Background: an optimization exercise with open tools, aiming at small area, a short achievable clock period and few clock cycles per item. Do not read the settings as production practice.
RTL that was checked went through simulation tests only; none was proved equivalent to the original.
Power figures rest on the tool's default switching activity, not on a simulated workload. No driver is modelled on the clock port, so clocking that relies on it looks cheaper here than on a real chip.

Setup of v8:
==> flow/design.v <==
`timescale 1ns/1ns
`default_nettype none
package reg_bank_pkg;
    localparam logic [1:0] RESP_OKAY = 2'b00;
    localparam int BYTE_BITS  = 8;      
    localparam int WORD_SHIFT = 2;      
endpackage
`default_nettype wire
`timescale 1ns/1ns
`default_nettype none
module reg_bank #(
    parameter int ADDR_WIDTH = 6,
    parameter int DATA_WIDTH = 32
) (
    input  wire                                            ACLK,
    input  wire                                            ARESET,
    input  logic [DATA_WIDTH/reg_bank_pkg::BYTE_BITS-1:0]  wr_lane,    
    input  logic [(1<<(ADDR_WIDTH-reg_bank_pkg::WORD_SHIFT))-1:0] wr_sel,   
    input  logic [DATA_WIDTH-1:0]                          wr_data,
    input  logic [(1<<(ADDR_WIDTH-reg_bank_pkg::WORD_SHIFT))-1:0] rd_sel,   
    output logic [DATA_WIDTH-1:0]                          rd_data
);
    localparam int NUM_REGS  = 1 << (ADDR_WIDTH - reg_bank_pkg::WORD_SHIFT);
    localparam int NUM_LANES = DATA_WIDTH / reg_bank_pkg::BYTE_BITS;
    localparam int BB        = reg_bank_pkg::BYTE_BITS;
    logic [DATA_WIDTH-1:0] regs [NUM_REGS];
    logic clr_q;
    always_ff @(posedge ACLK) begin
        clr_q <= ARESET;
    end
    always_ff @(posedge ACLK) begin
        for (int i = 0; i < NUM_REGS; i++) begin
            for (int b = 0; b < NUM_LANES; b++) begin
                if (clr_q || (wr_lane[b] && wr_sel[i])) begin
                    regs[i][b*BB +: BB] <= clr_q ? '0 : wr_data[b*BB +: BB];
                end
            end
        end
    end
    always_comb begin
        rd_data = '0;
        for (int i = 0; i < NUM_REGS; i++) begin
            rd_data = rd_data | (regs[i] & {DATA_WIDTH{rd_sel[i]}});
        end
    end
endmodule
`default_nettype wire
`timescale 1ns/1ns
`default_nettype none
module axil_write_ctrl #(
    parameter int ADDR_WIDTH = 6,
    parameter int DATA_WIDTH = 32
) (
    input  wire                                            ACLK,
    input  wire                                            ARESET,
    input  logic [ADDR_WIDTH-1:0]                          AWADDR,
    input  logic                                           AWVALID,
    output logic                                           AWREADY,
    input  logic [DATA_WIDTH-1:0]                          WDATA,
    input  logic [DATA_WIDTH/reg_bank_pkg::BYTE_BITS-1:0]  WSTRB,
    input  logic                                           WVALID,
    output logic                                           WREADY,
    output logic [1:0]                                     BRESP,
    output logic                                           BVALID,
    input  logic                                           BREADY,
    output logic [DATA_WIDTH/reg_bank_pkg::BYTE_BITS-1:0]  wr_lane,
    output logic [(1<<(ADDR_WIDTH-reg_bank_pkg::WORD_SHIFT))-1:0] wr_sel,   
    output logic [DATA_WIDTH-1:0]                          wr_data
);
    localparam int IW = ADDR_WIDTH - reg_bank_pkg::WORD_SHIFT;
    logic          awready_q, wready_q, bvalid_q, bfull_q;
    logic          qv0, qv1;             
    logic [IW-1:0] q0, q1;               
    logic [IW-1:0]      q_src;
    logic [(1<<IW)-1:0] sel_q;           
    logic               bvalid_o;        
    logic aw_hs, w_hs, b_hs;
    logic qv0_n, qv1_n, bvalid_n, bfull_n;
    assign aw_hs = AWVALID & ~qv1;                  
    assign w_hs  = WVALID & qv0 & ~bfull_q;         
    assign b_hs  = bvalid_q & BREADY;
    always_comb begin
        qv0_n = (qv0 & ~w_hs) | qv1 | aw_hs;
        qv1_n = (qv1 & ~w_hs) | (aw_hs & qv0 & ~w_hs) | (aw_hs & qv1);
        case ({w_hs, b_hs})
            2'b10:   begin bvalid_n = 1'b1;     bfull_n = bvalid_q;          end
            2'b01:   begin bvalid_n = bfull_q;  bfull_n = 1'b0;              end
            default: begin bvalid_n = bvalid_q; bfull_n = bfull_q;           end
        endcase
    end
    always_ff @(posedge ACLK) begin
        if (ARESET) begin
            qv0       <= 1'b0;
            qv1       <= 1'b0;
            bvalid_q  <= 1'b0;
            bvalid_o  <= 1'b0;
            bfull_q   <= 1'b0;
            awready_q <= 1'b1;
            wready_q  <= 1'b0;
        end else begin
            qv0       <= qv0_n;
            qv1       <= qv1_n;
            bvalid_q  <= bvalid_n;
            bvalid_o  <= w_hs | (bvalid_o & ~(BREADY & ~bfull_q));
            bfull_q   <= bfull_n;
            awready_q <= ~qv1_n;
            wready_q  <= qv0_n & ~bfull_n;
        end
    end
    assign q_src = qv1 ? q1 : AWADDR[ADDR_WIDTH-1:reg_bank_pkg::WORD_SHIFT];
    always_ff @(posedge ACLK) begin
        q0 <= (w_hs || !qv0) ? q_src : q0;
        for (int i = 0; i < (1<<IW); i++) begin
            sel_q[i] <= (w_hs || !qv0) ? (q_src == i) : (q0 == i);
        end
        if (w_hs || !qv1) begin
            q1 <= AWADDR[ADDR_WIDTH-1:reg_bank_pkg::WORD_SHIFT];
        end
    end
    assign wr_lane  = WSTRB & {(DATA_WIDTH/reg_bank_pkg::BYTE_BITS){w_hs}};
    assign wr_sel   = sel_q;
    assign wr_data  = WDATA;
    assign AWREADY = awready_q;
    assign WREADY  = wready_q;
    assign BVALID  = bvalid_o;
    assign BRESP   = reg_bank_pkg::RESP_OKAY;
endmodule
`default_nettype wire
`timescale 1ns/1ns
`default_nettype none
module axil_read_ctrl #(
    parameter int ADDR_WIDTH = 6,
    parameter int DATA_WIDTH = 32
) (
    input  wire                                            ACLK,
    input  wire                                            ARESET,
    input  logic [ADDR_WIDTH-1:0]                          ARADDR,
    input  logic                                           ARVALID,
    output logic                                           ARREADY,
    output logic [DATA_WIDTH-1:0]                          RDATA,
    output logic [1:0]                                     RRESP,
    output logic                                           RVALID,
    input  logic                                           RREADY,
    output logic [(1<<(ADDR_WIDTH-reg_bank_pkg::WORD_SHIFT))-1:0] rd_sel,
    input  logic [DATA_WIDTH-1:0]                          rd_data
);
    localparam int IW = ADDR_WIDTH - reg_bank_pkg::WORD_SHIFT;
    logic                  arready_q, rvalid_q;
    logic                  qv0, qv1;         
    logic [IW-1:0]         q0, q1;           
    logic [DATA_WIDTH-1:0] rdata_q;
    logic [IW-1:0]         q_src;
    logic                  rvalid_o;         
    logic [(1<<IW)-1:0]    sel_q;            
    logic ar_hs, ld;
    logic qv0_n, qv1_n;
    assign ar_hs = ARVALID & ~qv1;                  
    assign ld    = qv0 & (~rvalid_q | RREADY);    
    always_comb begin
        qv0_n = (qv0 & ~ld) | qv1 | ar_hs;
        qv1_n = (qv1 & ~ld) | (ar_hs & qv0 & ~ld);
    end
    always_ff @(posedge ACLK) begin
        if (ARESET) begin
            qv0       <= 1'b0;
            qv1       <= 1'b0;
            rvalid_q  <= 1'b0;
            rvalid_o  <= 1'b0;
            arready_q <= 1'b1;
        end else begin
            qv0       <= qv0_n;
            qv1       <= qv1_n;
            rvalid_q  <= ld | (rvalid_q & ~RREADY);
            rvalid_o  <= ld | (rvalid_o & ~RREADY);
            arready_q <= ~qv1_n;
        end
    end
    assign q_src = qv1 ? q1 : ARADDR[ADDR_WIDTH-1:reg_bank_pkg::WORD_SHIFT];
    always_ff @(posedge ACLK) begin
        q0 <= (ld || !qv0) ? q_src : q0;
        for (int i = 0; i < (1<<IW); i++) begin
            sel_q[i] <= (ld || !qv0) ? (q_src == i) : (q0 == i);
        end
        if (ld || !qv1) begin
            q1 <= ARADDR[ADDR_WIDTH-1:reg_bank_pkg::WORD_SHIFT];
        end
        rdata_q <= (rd_data & {DATA_WIDTH{ld}}) | (rdata_q & {DATA_WIDTH{rvalid_q & ~RREADY}});
    end
    assign rd_sel   = sel_q;
    assign RDATA    = rdata_q;
    assign RVALID   = rvalid_o;
    assign ARREADY  = arready_q;
    assign RRESP    = reg_bank_pkg::RESP_OKAY;
endmodule
`default_nettype wire
`timescale 1ns/1ns
`default_nettype none
module axil_reg_slave #(
    parameter int ADDR_WIDTH = 6,
    parameter int DATA_WIDTH = 32
) (
    input  wire                                            ACLK,
    input  wire                                            ARESET,
    input  logic [ADDR_WIDTH-1:0]                          AWADDR,
    input  logic                                           AWVALID,
    output logic                                           AWREADY,
    input  logic [DATA_WIDTH-1:0]                          WDATA,
    input  logic [DATA_WIDTH/reg_bank_pkg::BYTE_BITS-1:0]  WSTRB,
    input  logic                                           WVALID,
    output logic                                           WREADY,
    output logic [1:0]                                     BRESP,
    output logic                                           BVALID,
    input  logic                                           BREADY,
    input  logic [ADDR_WIDTH-1:0]                          ARADDR,
    input  logic                                           ARVALID,
    output logic                                           ARREADY,
    output logic [DATA_WIDTH-1:0]                          RDATA,
    output logic [1:0]                                     RRESP,
    output logic                                           RVALID,
    input  logic                                           RREADY
);
    logic [DATA_WIDTH/reg_bank_pkg::BYTE_BITS-1:0]  wr_lane;
    logic [(1<<(ADDR_WIDTH-reg_bank_pkg::WORD_SHIFT))-1:0] wr_sel;
    logic [DATA_WIDTH-1:0]            wr_data;
    logic [(1<<(ADDR_WIDTH-reg_bank_pkg::WORD_SHIFT))-1:0] rd_sel;
    logic [DATA_WIDTH-1:0]            rd_data;
    axil_write_ctrl #(
        .ADDR_WIDTH (ADDR_WIDTH),
        .DATA_WIDTH (DATA_WIDTH)
    ) u_write_ctrl (
        .ACLK     (ACLK),
        .ARESET   (ARESET),
        .AWADDR   (AWADDR),
        .AWVALID  (AWVALID),
        .AWREADY  (AWREADY),
        .WDATA    (WDATA),
        .WSTRB    (WSTRB),
        .WVALID   (WVALID),
        .WREADY   (WREADY),
        .BRESP    (BRESP),
        .BVALID   (BVALID),
        .BREADY   (BREADY),
        .wr_lane  (wr_lane),
        .wr_sel   (wr_sel),
        .wr_data  (wr_data)
    );
    axil_read_ctrl #(
        .ADDR_WIDTH (ADDR_WIDTH),
        .DATA_WIDTH (DATA_WIDTH)
    ) u_read_ctrl (
        .ACLK     (ACLK),
        .ARESET   (ARESET),
        .ARADDR   (ARADDR),
        .ARVALID  (ARVALID),
        .ARREADY  (ARREADY),
        .RDATA    (RDATA),
        .RRESP    (RRESP),
        .RVALID   (RVALID),
        .RREADY   (RREADY),
        .rd_sel   (rd_sel),
        .rd_data  (rd_data)
    );
    reg_bank #(
        .ADDR_WIDTH (ADDR_WIDTH),
        .DATA_WIDTH (DATA_WIDTH)
    ) u_reg_bank (
        .ACLK     (ACLK),
        .ARESET   (ARESET),
        .wr_lane  (wr_lane),
        .wr_sel   (wr_sel),
        .wr_data  (wr_data),
        .rd_sel   (rd_sel),
        .rd_data  (rd_data)
    );
endmodule
`default_nettype wire
clock: 4.0 ns
lec_check: 0
cap_margin: 20
core_margin: 2
core_utilization: 40
cts_cluster_diameter: 150
cts_cluster_size: 30
setup_slack_margin: 2.2
slew_margin: 20
run.sh (not shown) runs the stock make flow with config.mk's settings and CLKGATE_MAP_FILE= SYNTH_SCRIPT=/design/flow/synth_recipe.tcl, a recipe that flattens the netlist after the stock synthesis.
## Diff of input files: v3 against v8
--- a/flow/design.v
+++ b/flow/design.v
@@ -72,11 +72,10 @@
     logic          qv0, qv1;             
     logic [IW-1:0] q0, q1;               
-    logic [IW-1:0]      q_src;
+    logic [IW-1:0]      q0_n;
     logic [(1<<IW)-1:0] sel_q;           
-    logic               bvalid_o;        
     logic aw_hs, w_hs, b_hs;
     logic qv0_n, qv1_n, bvalid_n, bfull_n;
-    assign aw_hs = AWVALID & ~qv1;                  
-    assign w_hs  = WVALID & qv0 & ~bfull_q;         
+    assign aw_hs = AWVALID & awready_q;
+    assign w_hs  = WVALID & wready_q;   
     assign b_hs  = bvalid_q & BREADY;
     always_comb begin
@@ -94,5 +93,4 @@
             qv1       <= 1'b0;
             bvalid_q  <= 1'b0;
-            bvalid_o  <= 1'b0;
             bfull_q   <= 1'b0;
             awready_q <= 1'b1;
@@ -102,5 +100,4 @@
             qv1       <= qv1_n;
             bvalid_q  <= bvalid_n;
-            bvalid_o  <= w_hs | (bvalid_o & ~(BREADY & ~bfull_q));
             bfull_q   <= bfull_n;
             awready_q <= ~qv1_n;
@@ -108,9 +105,9 @@
         end
     end
-    assign q_src = qv1 ? q1 : AWADDR[ADDR_WIDTH-1:reg_bank_pkg::WORD_SHIFT];
-    always_ff @(posedge ACLK) begin
-        q0 <= (w_hs || !qv0) ? q_src : q0;
+    assign q0_n = (w_hs || !qv0) ? (qv1 ? q1 : AWADDR[ADDR_WIDTH-1:reg_bank_pkg::WORD_SHIFT]) : q0;
+    always_ff @(posedge ACLK) begin
+        q0 <= q0_n;
         for (int i = 0; i < (1<<IW); i++) begin
-            sel_q[i] <= (w_hs || !qv0) ? (q_src == i) : (q0 == i);
+            sel_q[i] <= (q0_n == i);
         end
         if (w_hs || !qv1) begin
@@ -123,5 +120,5 @@
     assign AWREADY = awready_q;
     assign WREADY  = wready_q;
-    assign BVALID  = bvalid_o;
+    assign BVALID  = bvalid_q;
     assign BRESP   = reg_bank_pkg::RESP_OKAY;
 endmodule
@@ -150,10 +147,9 @@
     logic [IW-1:0]         q0, q1;           
     logic [DATA_WIDTH-1:0] rdata_q;
-    logic [IW-1:0]         q_src;
-    logic                  rvalid_o;         
+    logic [IW-1:0]         q0_n;
     logic [(1<<IW)-1:0]    sel_q;            
     logic ar_hs, ld;
     logic qv0_n, qv1_n;
-    assign ar_hs = ARVALID & ~qv1;                  
+    assign ar_hs = ARVALID & arready_q;
     assign ld    = qv0 & (~rvalid_q | RREADY);    
     always_comb begin
@@ -166,5 +162,4 @@
             qv1       <= 1'b0;
             rvalid_q  <= 1'b0;
-            rvalid_o  <= 1'b0;
             arready_q <= 1'b1;
         end else begin
@@ -172,13 +167,12 @@
             qv1       <= qv1_n;
             rvalid_q  <= ld | (rvalid_q & ~RREADY);
-            rvalid_o  <= ld | (rvalid_o & ~RREADY);
             arready_q <= ~qv1_n;
         end
     end
-    assign q_src = qv1 ? q1 : ARADDR[ADDR_WIDTH-1:reg_bank_pkg::WORD_SHIFT];
-    always_ff @(posedge ACLK) begin
-        q0 <= (ld || !qv0) ? q_src : q0;
+    assign q0_n = (ld || !qv0) ? (qv1 ? q1 : ARADDR[ADDR_WIDTH-1:reg_bank_pkg::WORD_SHIFT]) : q0;
+    always_ff @(posedge ACLK) begin
+        q0 <= q0_n;
         for (int i = 0; i < (1<<IW); i++) begin
-            sel_q[i] <= (ld || !qv0) ? (q_src == i) : (q0 == i);
+            sel_q[i] <= (q0_n == i);
         end
         if (ld || !qv1) begin
@@ -189,5 +183,5 @@
     assign rd_sel   = sel_q;
     assign RDATA    = rdata_q;
-    assign RVALID   = rvalid_o;
+    assign RVALID   = rvalid_q;
     assign ARREADY  = arready_q;
     assign RRESP    = reg_bank_pkg::RESP_OKAY;
Findings:
The delay of the slowest cell on the worst path was comparable across v8 and v3. Summary of the comparison: final critical-path required period is lower in v3, relative to v8. [v3] growth of design area from synthesis to finish rose 1.0 points relative to v8. Taking v8 as the reference, in v3 share of async-settable or async-resettable flops after synthesis was more or less identical, final clock period utilization by the worst path -0.67 points, total routed wire length on the met1 layer higher, total power now larger. In v3 relative to v8, synthesized area had gone down slightly.
Testbench counts of v3, summed over its fixed seeds: cycles 3,216, items 6,400.
Only the layout flow was run in v8; the RTL was not checked for function there.

axil_reg_slave with an RTL version that a note above also has.
Size: ~96 I/O pins, about 0.022 sq mm of cells after synthesis.
==> module axil_write_ctrl, before the edit <==
module axil_write_ctrl #(
    parameter int ADDR_WIDTH = 6,
    parameter int DATA_WIDTH = 32
) (
    input  wire                                            ACLK,
    input  wire                                            ARESET,
    input  logic [ADDR_WIDTH-1:0]                          AWADDR,
    input  logic                                           AWVALID,
    output logic                                           AWREADY,
    input  logic [DATA_WIDTH-1:0]                          WDATA,
    input  logic [DATA_WIDTH/reg_bank_pkg::BYTE_BITS-1:0]  WSTRB,
    input  logic                                           WVALID,
    output logic                                           WREADY,
    output logic [1:0]                                     BRESP,
    output logic                                           BVALID,
    input  logic                                           BREADY,
    output logic [DATA_WIDTH/reg_bank_pkg::BYTE_BITS-1:0]  wr_lane,
    output logic [(1<<(ADDR_WIDTH-reg_bank_pkg::WORD_SHIFT))-1:0] wr_sel,   
    output logic [DATA_WIDTH-1:0]                          wr_data
);
    localparam int IW = ADDR_WIDTH - reg_bank_pkg::WORD_SHIFT;
    logic          awready_q, wready_q, bvalid_q, bfull_q;
    logic          qv0, qv1;             
    logic [IW-1:0] q0, q1;               
    logic [IW-1:0]      q0_n;
    logic [(1<<IW)-1:0] sel_q;           
    logic aw_hs, w_hs, b_hs;
    logic qv0_n, qv1_n, bvalid_n, bfull_n;
    assign aw_hs = AWVALID & awready_q;
    assign w_hs  = WVALID & wready_q;   
    assign b_hs  = bvalid_q & BREADY;
    always_comb begin
        qv0_n = (qv0 & ~w_hs) | qv1 | aw_hs;
        qv1_n = (qv1 & ~w_hs) | (aw_hs & qv0 & ~w_hs) | (aw_hs & qv1);
        case ({w_hs, b_hs})
            2'b10:   begin bvalid_n = 1'b1;     bfull_n = bvalid_q;          end
            2'b01:   begin bvalid_n = bfull_q;  bfull_n = 1'b0;              end
            default: begin bvalid_n = bvalid_q; bfull_n = bfull_q;           end
        endcase
    end
    always_ff @(posedge ACLK) begin
        if (ARESET) begin
            qv0       <= 1'b0;
            qv1       <= 1'b0;
            bvalid_q  <= 1'b0;
            bfull_q   <= 1'b0;
            awready_q <= 1'b1;
            wready_q  <= 1'b0;
        end else begin
            qv0       <= qv0_n;
            qv1       <= qv1_n;
            bvalid_q  <= bvalid_n;
            bfull_q   <= bfull_n;
            awready_q <= ~qv1_n;
            wready_q  <= qv0_n & ~bfull_n;
        end
    end
    assign q0_n = (w_hs || !qv0) ? (qv1 ? q1 : AWADDR[ADDR_WIDTH-1:reg_bank_pkg::WORD_SHIFT]) : q0;
    always_ff @(posedge ACLK) begin
        q0 <= q0_n;
        for (int i = 0; i < (1<<IW); i++) begin
            sel_q[i] <= (q0_n == i);
        end
        if (w_hs || !qv1) begin
            q1 <= AWADDR[ADDR_WIDTH-1:reg_bank_pkg::WORD_SHIFT];
        end
    end
    assign wr_lane  = WSTRB & {(DATA_WIDTH/reg_bank_pkg::BYTE_BITS){w_hs}};
    assign wr_sel   = sel_q;
    assign wr_data  = WDATA;
    assign AWREADY = awready_q;
    assign WREADY  = wready_q;
    assign BVALID  = bvalid_q;
    assign BRESP   = reg_bank_pkg::RESP_OKAY;
endmodule
==> module axil_read_ctrl, before the edit <==
module axil_read_ctrl #(
    parameter int ADDR_WIDTH = 6,
    parameter int DATA_WIDTH = 32
) (
    input  wire                                            ACLK,
    input  wire                                            ARESET,
    input  logic [ADDR_WIDTH-1:0]                          ARADDR,
    input  logic                                           ARVALID,
    output logic                                           ARREADY,
    output logic [DATA_WIDTH-1:0]                          RDATA,
    output logic [1:0]                                     RRESP,
    output logic                                           RVALID,
    input  logic                                           RREADY,
    output logic [(1<<(ADDR_WIDTH-reg_bank_pkg::WORD_SHIFT))-1:0] rd_sel,
    input  logic [DATA_WIDTH-1:0]                          rd_data
);
    localparam int IW = ADDR_WIDTH - reg_bank_pkg::WORD_SHIFT;
    logic                  arready_q, rvalid_q;
    logic                  qv0, qv1;         
    logic [IW-1:0]         q0, q1;           
    logic [DATA_WIDTH-1:0] rdata_q;
    logic [IW-1:0]         q0_n;
    logic [(1<<IW)-1:0]    sel_q;            
    logic ar_hs, ld;
    logic qv0_n, qv1_n;
    assign ar_hs = ARVALID & arready_q;
    assign ld    = qv0 & (~rvalid_q | RREADY);    
    always_comb begin
        qv0_n = (qv0 & ~ld) | qv1 | ar_hs;
        qv1_n = (qv1 & ~ld) | (ar_hs & qv0 & ~ld);
    end
    always_ff @(posedge ACLK) begin
        if (ARESET) begin
            qv0       <= 1'b0;
            qv1       <= 1'b0;
            rvalid_q  <= 1'b0;
            arready_q <= 1'b1;
        end else begin
            qv0       <= qv0_n;
            qv1       <= qv1_n;
            rvalid_q  <= ld | (rvalid_q & ~RREADY);
            arready_q <= ~qv1_n;
        end
    end
    assign q0_n = (ld || !qv0) ? (qv1 ? q1 : ARADDR[ADDR_WIDTH-1:reg_bank_pkg::WORD_SHIFT]) : q0;
    always_ff @(posedge ACLK) begin
        q0 <= q0_n;
        for (int i = 0; i < (1<<IW); i++) begin
            sel_q[i] <= (q0_n == i);
        end
        if (ld || !qv1) begin
            q1 <= ARADDR[ADDR_WIDTH-1:reg_bank_pkg::WORD_SHIFT];
        end
        rdata_q <= (rd_data & {DATA_WIDTH{ld}}) | (rdata_q & {DATA_WIDTH{rvalid_q & ~RREADY}});
    end
    assign rd_sel   = sel_q;
    assign RDATA    = rdata_q;
    assign RVALID   = rvalid_q;
    assign ARREADY  = arready_q;
    assign RRESP    = reg_bank_pkg::RESP_OKAY;
endmodule
Settings: LEC_CHECK=0, CAP_MARGIN=20, CORE_MARGIN=2, CORE_UTILIZATION=55, CTS_CLUSTER_DIAMETER=150, CTS_CLUSTER_SIZE=30, SETUP_SLACK_MARGIN=2.2, SLEW_MARGIN=20; clock period 4.0 ns.
standard.sh (not shown) runs the stock make flow with config.mk's settings and CLKGATE_MAP_FILE= SYNTH_SCRIPT=/design/flow/synth_recipe.tcl, a recipe that flattens the netlist after the stock synthesis.
==> flow/flow/run.sh <==
#!/bin/bash
# Standard layout with the ports buffered by plain buffers instead of the
# delay cell buffer_ports picks by default.
set -euo pipefail
cp config.mk own_config.mk
cat flow/extra.mk >> own_config.mk
sed 's#DESIGN_CONFIG=\([^ ]*\)/config\.mk#DESIGN_CONFIG=\1/own_config.mk#' standard.sh > own_standard.sh
grep -q own_config.mk own_standard.sh
bash own_standard.sh > standard.log 2>&1
==> flow/flow/extra.mk <==
export BUFFER_PORTS_ARGS = -buffer_cell sky130_fd_sc_hd__buf_2
export CTS_ARGS = -sink_clustering_enable -repair_clock_nets -sink_clustering_size 30 -sink_clustering_max_diameter 150 -dont_use_dummy_load
Testbench counts at the start, summed over its fixed seeds: cycles 3,216, items 6,400.
Edit:
--- a/flow/design.v
+++ b/flow/design.v
@@ -72,12 +72,13 @@
     logic          qv0, qv1;             
     logic [IW-1:0] q0, q1;               
     logic [IW-1:0]      q0_n;
     logic [(1<<IW)-1:0] sel_q;           
+    logic               bvalid_o;        
     logic aw_hs, w_hs, b_hs;
     logic qv0_n, qv1_n, bvalid_n, bfull_n;
-    assign aw_hs = AWVALID & awready_q;
-    assign w_hs  = WVALID & wready_q;   
+    assign aw_hs = AWVALID & ~qv1;                  
+    assign w_hs  = WVALID & qv0 & ~bfull_q;         
     assign b_hs  = bvalid_q & BREADY;
     always_comb begin
         qv0_n = (qv0 & ~w_hs) | qv1 | aw_hs;
         qv1_n = (qv1 & ~w_hs) | (aw_hs & qv0 & ~w_hs) | (aw_hs & qv1);
@@ -91,15 +92,17 @@
         if (ARESET) begin
             qv0       <= 1'b0;
             qv1       <= 1'b0;
             bvalid_q  <= 1'b0;
+            bvalid_o  <= 1'b0;
             bfull_q   <= 1'b0;
             awready_q <= 1'b1;
             wready_q  <= 1'b0;
         end else begin
             qv0       <= qv0_n;
             qv1       <= qv1_n;
             bvalid_q  <= bvalid_n;
+            bvalid_o  <= w_hs | (bvalid_o & ~(BREADY & ~bfull_q));
             bfull_q   <= bfull_n;
             awready_q <= ~qv1_n;
             wready_q  <= qv0_n & ~bfull_n;
         end
@@ -118,9 +121,9 @@
     assign wr_sel   = sel_q;
     assign wr_data  = WDATA;
     assign AWREADY = awready_q;
     assign WREADY  = wready_q;
-    assign BVALID  = bvalid_q;
+    assign BVALID  = bvalid_o;
     assign BRESP   = reg_bank_pkg::RESP_OKAY;
 endmodule
 `default_nettype wire
 `timescale 1ns/1ns
@@ -146,12 +149,13 @@
     logic                  qv0, qv1;         
     logic [IW-1:0]         q0, q1;           
     logic [DATA_WIDTH-1:0] rdata_q;
     logic [IW-1:0]         q0_n;
+    logic                  rvalid_o;         
     logic [(1<<IW)-1:0]    sel_q;            
     logic ar_hs, ld;
     logic qv0_n, qv1_n;
-    assign ar_hs = ARVALID & arready_q;
+    assign ar_hs = ARVALID & ~qv1;                  
     assign ld    = qv0 & (~rvalid_q | RREADY);    
     always_comb begin
         qv0_n = (qv0 & ~ld) | qv1 | ar_hs;
         qv1_n = (qv1 & ~ld) | (ar_hs & qv0 & ~ld);
@@ -160,13 +164,15 @@
         if (ARESET) begin
             qv0       <= 1'b0;
             qv1       <= 1'b0;
             rvalid_q  <= 1'b0;
+            rvalid_o  <= 1'b0;
             arready_q <= 1'b1;
         end else begin
             qv0       <= qv0_n;
             qv1       <= qv1_n;
             rvalid_q  <= ld | (rvalid_q & ~RREADY);
+            rvalid_o  <= ld | (rvalid_o & ~RREADY);
             arready_q <= ~qv1_n;
         end
     end
     assign q0_n = (ld || !qv0) ? (qv1 ? q1 : ARADDR[ADDR_WIDTH-1:reg_bank_pkg::WORD_SHIFT]) : q0;
@@ -181,9 +187,9 @@
         rdata_q <= (rd_data & {DATA_WIDTH{ld}}) | (rdata_q & {DATA_WIDTH{rvalid_q & ~RREADY}});
     end
     assign rd_sel   = sel_q;
     assign RDATA    = rdata_q;
-    assign RVALID   = rvalid_q;
+    assign RVALID   = rvalid_o;
     assign ARREADY  = arready_q;
     assign RRESP    = reg_bank_pkg::RESP_OKAY;
 endmodule
 `default_nettype wire
=> The changed run finished with timing, DRC and antenna clean; sequential share of layout area is about the same; global-route usage climbs by 0.12 points; first-iteration DRC count drops by roughly a tenth; wire length climbs slightly; maximum frequency drops slightly.
Testbench counts after the change, summed over its fixed seeds: cycles 3,216, items 6,400.

## afterwards: timing with drivers on the ports
The results above use ideal ports. As a check the final layouts listed here were re-extracted and re-timed, cells and wires unchanged.
Step 1 assumes that a clkbuf_16 drives the clock port and a buf_2 every other input.
Step 2 times the ports against the registers' clock, not the clock port: input delays grow and output delays shrink by t, the midpoint of the rising clock arrivals with the driver on.
a / b / c = ideal / step 1 / step 2; a / b = the first two.
| run | t (ns) | slack for setup (ns) | worst data-port slew with drivers (ns) | pins driven straight from the clock port |
|---|---|---|---|---|
| v8 | 0.625 | 2.100 / 2.047 / 1.638 | 0.04 | 1 |
| v3 | 0.623 | 2.127 / 2.072 / 1.580 | 0.05 | 1 |
| the first run of note 2 | 0.604 | 2.138 / 2.079 / 1.808 | 0.04 | 1 |
| the second run of note 2 | 0.604 | 2.128 / 2.073 / 1.777 | 0.03 | 1 |
After both steps setup and hold are still met in every run listed. The setup slack of v3, which loses most, moves by -0.055 ns with the drivers and by -0.547 ns with both steps.
